Background: an optimization exercise with open tools, aiming at small area. Do not read the settings as production practice. Only simulation tests tie the RTL to the original design; equivalence was not proved. Power and IR drop assume default switching activity.

## config.mk

```make
export PLATFORM = sky130hd
export DESIGN_NAME = fc_act_writeback
export DESIGN_NICKNAME = fc_act_writeback
export VERILOG_FILES = /design/flow/design.v
export SDC_FILE = /design/flow/constraint.sdc
export NUM_CORES = 4
export LEC_CHECK = 0
export CAP_MARGIN = 20
export CORE_MARGIN = 2
export CORE_UTILIZATION = 40
export SLEW_MARGIN = 20
```

## constraint.sdc

```tcl
create_clock -name core_clock -period 6.5 [get_ports {clk}]
set_input_delay 1.3000 -clock core_clock [delete_from_list [all_inputs] [get_ports {clk}]]
set_output_delay 1.3000 -clock core_clock [all_outputs]
set_load 0.01 [all_outputs]
```

## design.v

```verilog
package fc_pkg;
    typedef logic signed [7:0]  act_t;
    typedef logic signed [15:0] acc_t;
    typedef enum logic [1:0] {
        R_IDLE,
        R_FETCH,
        R_SEND
    } rd_state_t;
    localparam int ACT_MAX = 127;
    localparam int ACT_MIN = -128;
endpackage
module act_requant (
    input  fc_pkg::acc_t x_i,
    input  logic       relu_en_i,
    input  logic [3:0] shift_amt_i,
    output fc_pkg::act_t y_o,
    output logic       sat_o
);
    localparam logic signed [16:0] HI = 17'(fc_pkg::ACT_MAX);
    localparam logic signed [16:0] LO = 17'(fc_pkg::ACT_MIN);
    logic signed [16:0] v;
    logic signed [16:0] sum;
    logic signed [16:0] r;
    always_comb begin
        v     = (relu_en_i && x_i < 0) ? 17'sd0 : $signed({x_i[15], x_i});
        sum   = v;
        r     = v;
        if (shift_amt_i != 4'd0) begin
            sum = v + (17'sd1 <<< (shift_amt_i - 4'd1));
            r   = sum >>> shift_amt_i;
        end
        sat_o = 1'b0;
        y_o   = r[7:0];
        if (r > HI) begin
            y_o   = 8'(fc_pkg::ACT_MAX);
            sat_o = 1'b1;
        end else if (r < LO) begin
            y_o   = 8'(fc_pkg::ACT_MIN);
            sat_o = 1'b1;
        end
    end
endmodule
module fc_act_writeback #(
    parameter int NODES = 200,
    parameter int DW    = 16,
    parameter int OW    = 8,
    parameter int IW    = $clog2(NODES)
) (
    input  logic          clk,
    input  logic          rst,
    input  logic          in_valid,
    input  logic [DW-1:0] in_x,
    output logic          in_ready,
    input  logic          relu_en,
    input  logic [3:0]    shift_amt,
    output logic          out_valid,
    input  logic          out_ready,
    output logic [OW-1:0] out_data,
    output logic [IW-1:0] out_idx,
    output logic          out_last,
    output logic          sat_pulse
);
    localparam logic [IW-1:0] LAST_IDX = IW'(NODES - 1);
    logic signed [7:0] mem0_q [0:NODES-1];
    logic signed [7:0] mem1_q [0:NODES-1];
    logic [1:0]    full_q, full_d;
    logic          wr_bank_q, rd_bank_q;
    logic [IW-1:0] wr_cnt_q, out_idx_q, nxt_idx;
    logic          s1_valid_q, sat_pulse_q, out_valid_q;
    fc_pkg::act_t          s1_data_q;
    fc_pkg::act_t          rd_word_q;
    fc_pkg::act_t          out_data_q;
    fc_pkg::rd_state_t     rd_state_q;
    fc_pkg::rd_state_t     rd_state_d;
    fc_pkg::act_t          rq_y;
    logic          rq_sat, accept, last_wr;
    logic          rd_issue, rd_load, rd_adv, rd_free;
    act_requant u_requant (
        .x_i         (fc_pkg::acc_t'(in_x)),
        .relu_en_i   (relu_en),
        .shift_amt_i (shift_amt),
        .y_o         (rq_y),
        .sat_o       (rq_sat)
    );
    assign last_wr  = s1_valid_q && (wr_cnt_q == LAST_IDX);
    assign in_ready = !rst && !full_q[wr_bank_q] && !(last_wr && full_q[~wr_bank_q]);
    assign accept   = in_valid && in_ready;
    assign nxt_idx  = out_idx_q + IW'(1);
    always_comb begin
        rd_state_d = rd_state_q;
        rd_issue   = 1'b0;
        rd_load    = 1'b0;
        rd_adv     = 1'b0;
        rd_free    = 1'b0;
        case (rd_state_q)
            fc_pkg::R_IDLE: begin
                if (full_q[rd_bank_q]) begin
                    rd_issue   = 1'b1;
                    rd_state_d = fc_pkg::R_FETCH;
                end
            end
            fc_pkg::R_FETCH: begin
                rd_load    = 1'b1;
                rd_state_d = fc_pkg::R_SEND;
            end
            fc_pkg::R_SEND: begin
                if (out_ready) begin
                    if (out_idx_q == LAST_IDX) begin
                        rd_free    = 1'b1;
                        rd_state_d = fc_pkg::R_IDLE;
                    end else begin
                        rd_adv = 1'b1;
                    end
                end
            end
            default: rd_state_d = fc_pkg::R_IDLE;
        endcase
    end
    always_comb begin
        full_d = full_q;
        if (last_wr) full_d[wr_bank_q] = 1'b1;
        if (rd_free) full_d[rd_bank_q] = 1'b0;
    end
    always_ff @(posedge clk) begin
        if (s1_valid_q && !wr_bank_q) mem0_q[wr_cnt_q] <= s1_data_q;
        if (s1_valid_q &&  wr_bank_q) mem1_q[wr_cnt_q] <= s1_data_q;
    end
    always_ff @(posedge clk or posedge rst) begin
        if (rst) begin
            s1_valid_q  <= 1'b0;
            s1_data_q   <= '0;
            sat_pulse_q <= 1'b0;
            wr_cnt_q    <= '0;
            wr_bank_q   <= 1'b0;
            full_q      <= 2'b00;
        end else begin
            s1_valid_q  <= accept;
            sat_pulse_q <= accept && rq_sat;
            full_q      <= full_d;
            if (accept) s1_data_q <= rq_y;
            if (s1_valid_q) begin
                if (last_wr) begin
                    wr_cnt_q  <= '0;
                    wr_bank_q <= ~wr_bank_q;
                end else begin
                    wr_cnt_q <= wr_cnt_q + IW'(1);
                end
            end
        end
    end
    always_ff @(posedge clk or posedge rst) begin
        if (rst) begin
            rd_state_q  <= fc_pkg::R_IDLE;
            rd_bank_q   <= 1'b0;
            rd_word_q   <= '0;
            out_data_q  <= '0;
            out_idx_q   <= '0;
            out_valid_q <= 1'b0;
        end else begin
            rd_state_q <= rd_state_d;
            if (rd_issue) rd_word_q <= (rd_bank_q ? mem1_q[0] : mem0_q[0]);
            if (rd_load) begin
                out_data_q  <= rd_word_q;
                out_idx_q   <= '0;
                out_valid_q <= 1'b1;
            end
            if (rd_adv) begin
                out_data_q <= (rd_bank_q ? mem1_q[nxt_idx] : mem0_q[nxt_idx]);
                out_idx_q  <= nxt_idx;
            end
            if (rd_free) begin
                out_valid_q <= 1'b0;
                out_idx_q   <= '0;
                rd_bank_q   <= ~rd_bank_q;
            end
        end
    end
    assign out_valid = out_valid_q;
    assign out_data  = OW'(out_data_q);
    assign out_idx   = out_idx_q;
    assign out_last  = out_valid_q && (out_idx_q == LAST_IDX);
    assign sat_pulse = sat_pulse_q;
endmodule
```

## run.sh

```bash
#!/bin/bash
# synth_recipe.tcl (not shown) runs the flow's synth.tcl, then flattens the netlist and writes it again
# the make line also repeats each setting of config.mk as NAME=value (left out here)
make -C /OpenROAD-flow-scripts/flow DESIGN_CONFIG=/design/flow/config.mk WORK_HOME=/design/flow/orfs CLKGATE_MAP_FILE= SYNTH_SCRIPT=/design/flow/synth_recipe.tcl finish
```

==> notes.md <==
==> cell usage in the layout (no fill, tap or decap), types with 39 or more instances in the layout <==
cell / synthesis / final
sky130_fd_sc_hd__edfxtp_1: 3200 / 3200
sky130_fd_sc_hd__mux4_2: 1001 / 1001
sky130_fd_sc_hd__nor2_1: 466 / 466
sky130_fd_sc_hd__clkbuf_16: 0 / 343
sky130_fd_sc_hd__nand2_1: 263 / 251
sky130_fd_sc_hd__clkinv_1: 2 / 78
sky130_fd_sc_hd__clkbuf_1: 198 / 74
sky130_fd_sc_hd__a211oi_1: 68 / 68
sky130_fd_sc_hd__buf_4: 0 / 58
sky130_fd_sc_hd__and2_1: 55 / 55
sky130_fd_sc_hd__clkinv_2: 0 / 54
sky130_fd_sc_hd__o21ai_0: 47 / 47
sky130_fd_sc_hd__clkdlybuf4s50_1: 0 / 44
sky130_fd_sc_hd__nand3_1: 47 / 43
sky130_fd_sc_hd__a21oi_1: 39 / 39
sky130_fd_sc_hd__dfrtp_1: 49 / 39
==> sequential cells by signal, summed over array words and instances (netlist names) <==
signal / count
out_data_q: 8
s1_data_q: 8
out_idx_q: 8
mem0_q: 1600
s1_valid_q: 1
wr_bank_q: 1
out_valid_q: 1
sat_pulse_q: 1
rd_state_q: 2
full_q: 2
mem1_q: 1600
wr_cnt_q: 8
rd_bank_q: 1
rd_word_q: 8
==> stage by stage <==
stage | hold slack (ps) | total power [mW]
finish | 501 | 51.8
global route | 539 | 53.4
global placement | 482 | 33.6
CTS | 500 | 52.2
floorplan | 450 | 30.1
detailed placement | 484 | 33.6
==> synth_stat cells (6+ instances only) <==
| library cell | n |
|---|---|
| sky130_fd_sc_hd__a22oi_1 | 11 |
| sky130_fd_sc_hd__a311oi_1 | 7 |
| sky130_fd_sc_hd__edfxtp_1 | 3200 |
| sky130_fd_sc_hd__mux2i_1 | 19 |
| sky130_fd_sc_hd__nor2b_1 | 19 |
| sky130_fd_sc_hd__nor3_1 | 23 |
| sky130_fd_sc_hd__and3_1 | 9 |
| sky130_fd_sc_hd__o21ai_0 | 47 |
| sky130_fd_sc_hd__nand3_1 | 47 |
| sky130_fd_sc_hd__xor2_1 | 10 |
| sky130_fd_sc_hd__inv_1 | 13 |
| sky130_fd_sc_hd__a21oi_1 | 39 |
| sky130_fd_sc_hd__a21o_1 | 7 |
| sky130_fd_sc_hd__and2_1 | 55 |
| sky130_fd_sc_hd__o211ai_1 | 10 |
| sky130_fd_sc_hd__nand2b_1 | 6 |
| sky130_fd_sc_hd__o22ai_1 | 8 |
| sky130_fd_sc_hd__a211oi_1 | 68 |
| sky130_fd_sc_hd__nor2_1 | 466 |
| sky130_fd_sc_hd__xnor2_1 | 14 |
| sky130_fd_sc_hd__buf_1 | 49 |
| sky130_fd_sc_hd__a31oi_1 | 37 |
| sky130_fd_sc_hd__nand2_1 | 263 |
| sky130_fd_sc_hd__buf_2 | 107 |
| sky130_fd_sc_hd__clkbuf_1 | 198 |
| sky130_fd_sc_hd__mux4_2 | 1001 |
| sky130_fd_sc_hd__dfrtp_1 | 49 |
| sky130_fd_sc_hd__ha_1 | 21 |
==> kinds of logic (layout without fill, tap and decap cells) <==
family	after synthesis	count (layout)	synth area share [%]
DFF	3249	3249	76.0
xor gates and xnor gates	25	25	0.177
and+or+nand+nor	914	914	2.99
adders and majority gates	22	22	0.221
buffers and inverters	374	765	1.22
muxes	1021	1021	17.8
AOI/OAI and AO/OA	293	293	1.66
==> critical path: cells and delay by family (launching register included) <==
family                 cells  cell delay, ps
flip-flops                 1             690
AO/OA/AOI/OAI              2             650
buffers and inverters      1             530
AND/OR/NAND/NOR            4            1560
==> layer usage <==
| metal | GRT usage (%) | routed length, um | up-vias |
|---|---|---|---|
| met5 | 0 | 64 | - |
| met4 | 4.83 | 7430 | 8 |
| met3 | 2.93 | 21300 | 445 |
| met2 | 30.4 | 150000 | 2188 |
| met1 | 27.5 | 131000 | 32700 |
| li1 | - | - | 25000 |
==> report_power, final <==
part,switching (mW),internal (mW),leakage (nW)
clock,7.94,10.8,5.18
combinational,5.63,4.35,8.98
sequential,0.138,22.9,26.3
==> worst paths after layout <==
check | start | end | slack (ps) | depth (start not counted)
setup / recovery | wr_cnt_q[2]$_DFFE_PP0P_ | in_ready | 900 | 7
hold / removal | rd_word_q[0]$_DFFE_PP0P_ | rd_word_q[0]$_DFFE_PP0P_ | 500 | 2
setup reg to reg | out_idx_q[0]$_DFFE_PP0P_ | out_data_q[2]$_DFFE_PP0P_ | 1420 | 10
hold reg to reg | rd_word_q[0]$_DFFE_PP0P_ | rd_word_q[0]$_DFFE_PP0P_ | 500 | 2
max in group asynchronous | rst | out_idx_q[0]$_DFFE_PP0P_ | 4960 | 3
min in group asynchronous | rst | s1_data_q[0]$_DFFE_PP0P_ | 960 | 3
==> final cells by class <==
class,instances,area (um2)
well taps,4180,5230
inverters,15,56.3
fillers,26100,174000
clock buffers,419,8890
multi-input cells,2275,29500
flip-flops and latches,3249,97400
clock inverters,189,1720
repair buffers,142,1700
==> tab_implementation.tex <==
\begin{tabular}{lr}
\hline
Metric & Value \\
\hline
\multicolumn{2}{l}{\textbf{Status}} \\
\quad Run status & finished clean \\
\multicolumn{2}{l}{\textbf{Clocking}} \\
\quad Clock network latency to the later pin of the worst-skew pair & 880 ps \\
\quad Root buf cell & sky130\_fd\_sc\_hd\_\_clkbuf\_16 \\
\quad CTS Buffer Depth & 4 \\
\quad Clock buffer count from CTS & 339 \\
\quad Number of gates resized after cts & 0 \\
\quad Hold-fix buffer count after cts & 0 \\
\quad CTS clk-pin slew, worst paths & 60 ps \\
\quad CTS H-Tree Depth & 5 \\
\quad CTS tree & done \\
\quad Total setup buffers inserted after CTS & 0 \\
\quad \# clock sinks & 3249 \\
\multicolumn{2}{l}{\textbf{Synthesis}} \\
\quad Post-Synthesis Cell Area & 128000 um2 \\
\quad Post-synth top area share & 75.0\% \\
\quad Number of enable-type register cells in the synthesized netlist & 3200 \\
\quad Share of async-settable or async-resettable flops after synthesis & 1.51\% \\
\quad Post-synthesis average cell area & 21.7 um2 \\
\quad Cell type with the largest total area after synthesis & sky130\_fd\_sc\_hd\_\_edfxtp\_1 \\
\quad Gate Count Post-Synth & 5898 \\
\quad Biggest area contributors in the synthesized netlist & sky130\_fd\_sc\_hd\_\_edfxtp\_1, sky130\_fd\_sc\_hd\_\_mux4\_2, sky130\_fd\_sc\_hd\_\_nor2\_1 \\
\quad Synthesized Nets & 5945 \\
\quad Synth Warn \# & 2 \\
\quad Post-synthesis sequential element count & 3249 \\
\quad Count of cell types in the netlist & 86 \\
\quad Prevailing post-synth register cell & sky130\_fd\_sc\_hd\_\_edfxtp\_1 \\
\quad Fraction of the yosys area taken by sequential cells & 76.0\% \\
\multicolumn{2}{l}{\textbf{Timing}} \\
\quad Slew at the pin with the worst max-slew slack & 1230 ps \\
\quad Setup ws final & 898 ps \\
\quad Number of failing setup endpoints in the final timing report & 0 \\
\quad Timing-limited maximum frequency & 0.179 GHz \\
\quad Crit path time final & 5600 ps \\
\quad RSZ-0062 raised after global routing & false \\
\quad Fin Clk Skew & 41.3 ps \\
\quad Fin. Hold Viols & 0 \\
\quad Post-route clock period utilization & 86.2\% \\
\quad Max\_slew headroom & 17.9\% \\
\quad Total negative setup slack & 0 ps \\
\quad Final-report max-slew violation count & 0 \\
\multicolumn{2}{l}{\textbf{Finish}} \\
\quad Growth of design area from synthesis to finish & 12.7\% \\
\quad Post-layout net count & 6069 \\
\quad Filler-free cell count of the finished design & 10500 \\
\quad Design Area, Final & 144000 um2 \\
\quad Number of antenna repair diodes & 0 \\
\quad Share of post-route cells with drive strength above 1 & 25.8\% \\
\quad Fin util & 45.4\% \\
\multicolumn{2}{l}{\textbf{Place}} \\
\quad Detailed placer's ending HPWL & 175000 um \\
\quad Post-detailed-placement cell area & 134000 um2 \\
\quad Pre-CTS setup slack & 243 ps \\
\quad Final weighted congestion in routability-driven placement & 0.842 \\
\quad Count of buffers inserted at the top-level ports & 44 \\
\quad Placed instance count & 9856 \\
\multicolumn{2}{l}{\textbf{Floorplan}} \\
\quad Die Ht & 570 um \\
\quad Floorplan die area & 325000 um2 \\
\quad Top-Level Pins & 45 \\
\quad Core region area & 318000 um2 \\
\quad Effective utilization at floorplan & 40.2\% \\
\quad Die boundary width & 570 um \\
\quad Total number of placement rows & 207 \\
\multicolumn{2}{l}{\textbf{Routing}} \\
\quad Drt total wl & 311000 um \\
\quad Via-to-Cell Ratio & 5.76 \\
\quad Via count & 60300 \\
\quad Drt pass-1 iters & 6 \\
\quad Routed length per instance & 29.7 um \\
\quad Starting DRT DRC Count & 7560 \\
\quad Final antenna-violating net count & 0 \\
\quad DRC violation count after routing & 0 \\
\multicolumn{2}{l}{\textbf{Global routing}} \\
\quad Grt ovf & 0 \\
\quad Largest net degree at the start of global routing & 228 \\
\quad Via count of the first global-routing pass & 61400 \\
\quad Antenna violations before repair & 15 \\
\quad First-pass GRT wire length & 450000 um \\
\quad GRT Util Overall & 19.0\% \\
\multicolumn{2}{l}{\textbf{Power}} \\
\quad Total power divided by cell area & 359 nW/um2 \\
\quad Reported leakage power & 40.5 nW \\
\quad Peak VDD IR & 389 uV \\
\multicolumn{2}{l}{\textbf{Min path}} \\
\quad Hold crit path type & flip-flop to flip-flop \\
\multicolumn{2}{l}{\textbf{Critical path}} \\
\quad Kind of start point of the critical path & flip-flop \\
\quad Crit path max-delay cell type & sky130\_fd\_sc\_hd\_\_dfrtp\_1 \\
\quad Max incr delay on CP & 690 ps \\
\quad Worst path required time & 5200 ps \\
\quad Critical-path maximum fanout & 11 \\
\quad Cells traversed along the worst timing path & nor2b\_1 > nand2\_4 > nor4\_1 > o21ai\_0 > a21oi\_1 > nor2\_1 > clkdlybuf4s50\_1 \\
\quad Classification of the worst setup path & flip-flop to output pin \\
\quad Kind of end point of the critical path & output pin \\
\quad Worst path arrival time & 4300 ps \\
\multicolumn{2}{l}{\textbf{Flow run}} \\
\quad Max-cap violation count & 0 \\
\hline
\end{tabular}

[separate check: timing with driven ports]
No port has a modelled driver above. Below, the same layout with a new extraction and two added sets of constraints. Step 1 (the two cells are an assumption about what drives the block):
set clk [get_ports {clk}]
set_driving_cell -lib_cell sky130_fd_sc_hd__clkbuf_16 $clk
set_driving_cell -lib_cell sky130_fd_sc_hd__buf_2 [delete_from_list [all_inputs] $clk]
Step 2 times the ports against the registers' clock, not the clock port: input delays grow and output delays shrink by t, the midpoint of the rising clock arrivals with the driver on. a / b / c = no drivers / after step 1 / after step 2; a / b = the first two.
shift t [ns]: 0.959
slack for setup (ns): 0.898 / 0.799 / 0.234
worst hold slack (ns): 0.501 / 0.501 / 0.501
cell pins on the clock port's net: 1
After both steps setup and hold are still met in this run. For this run, drivers alone change the setup slack by -0.099 ns; drivers and shift together by -0.664 ns.
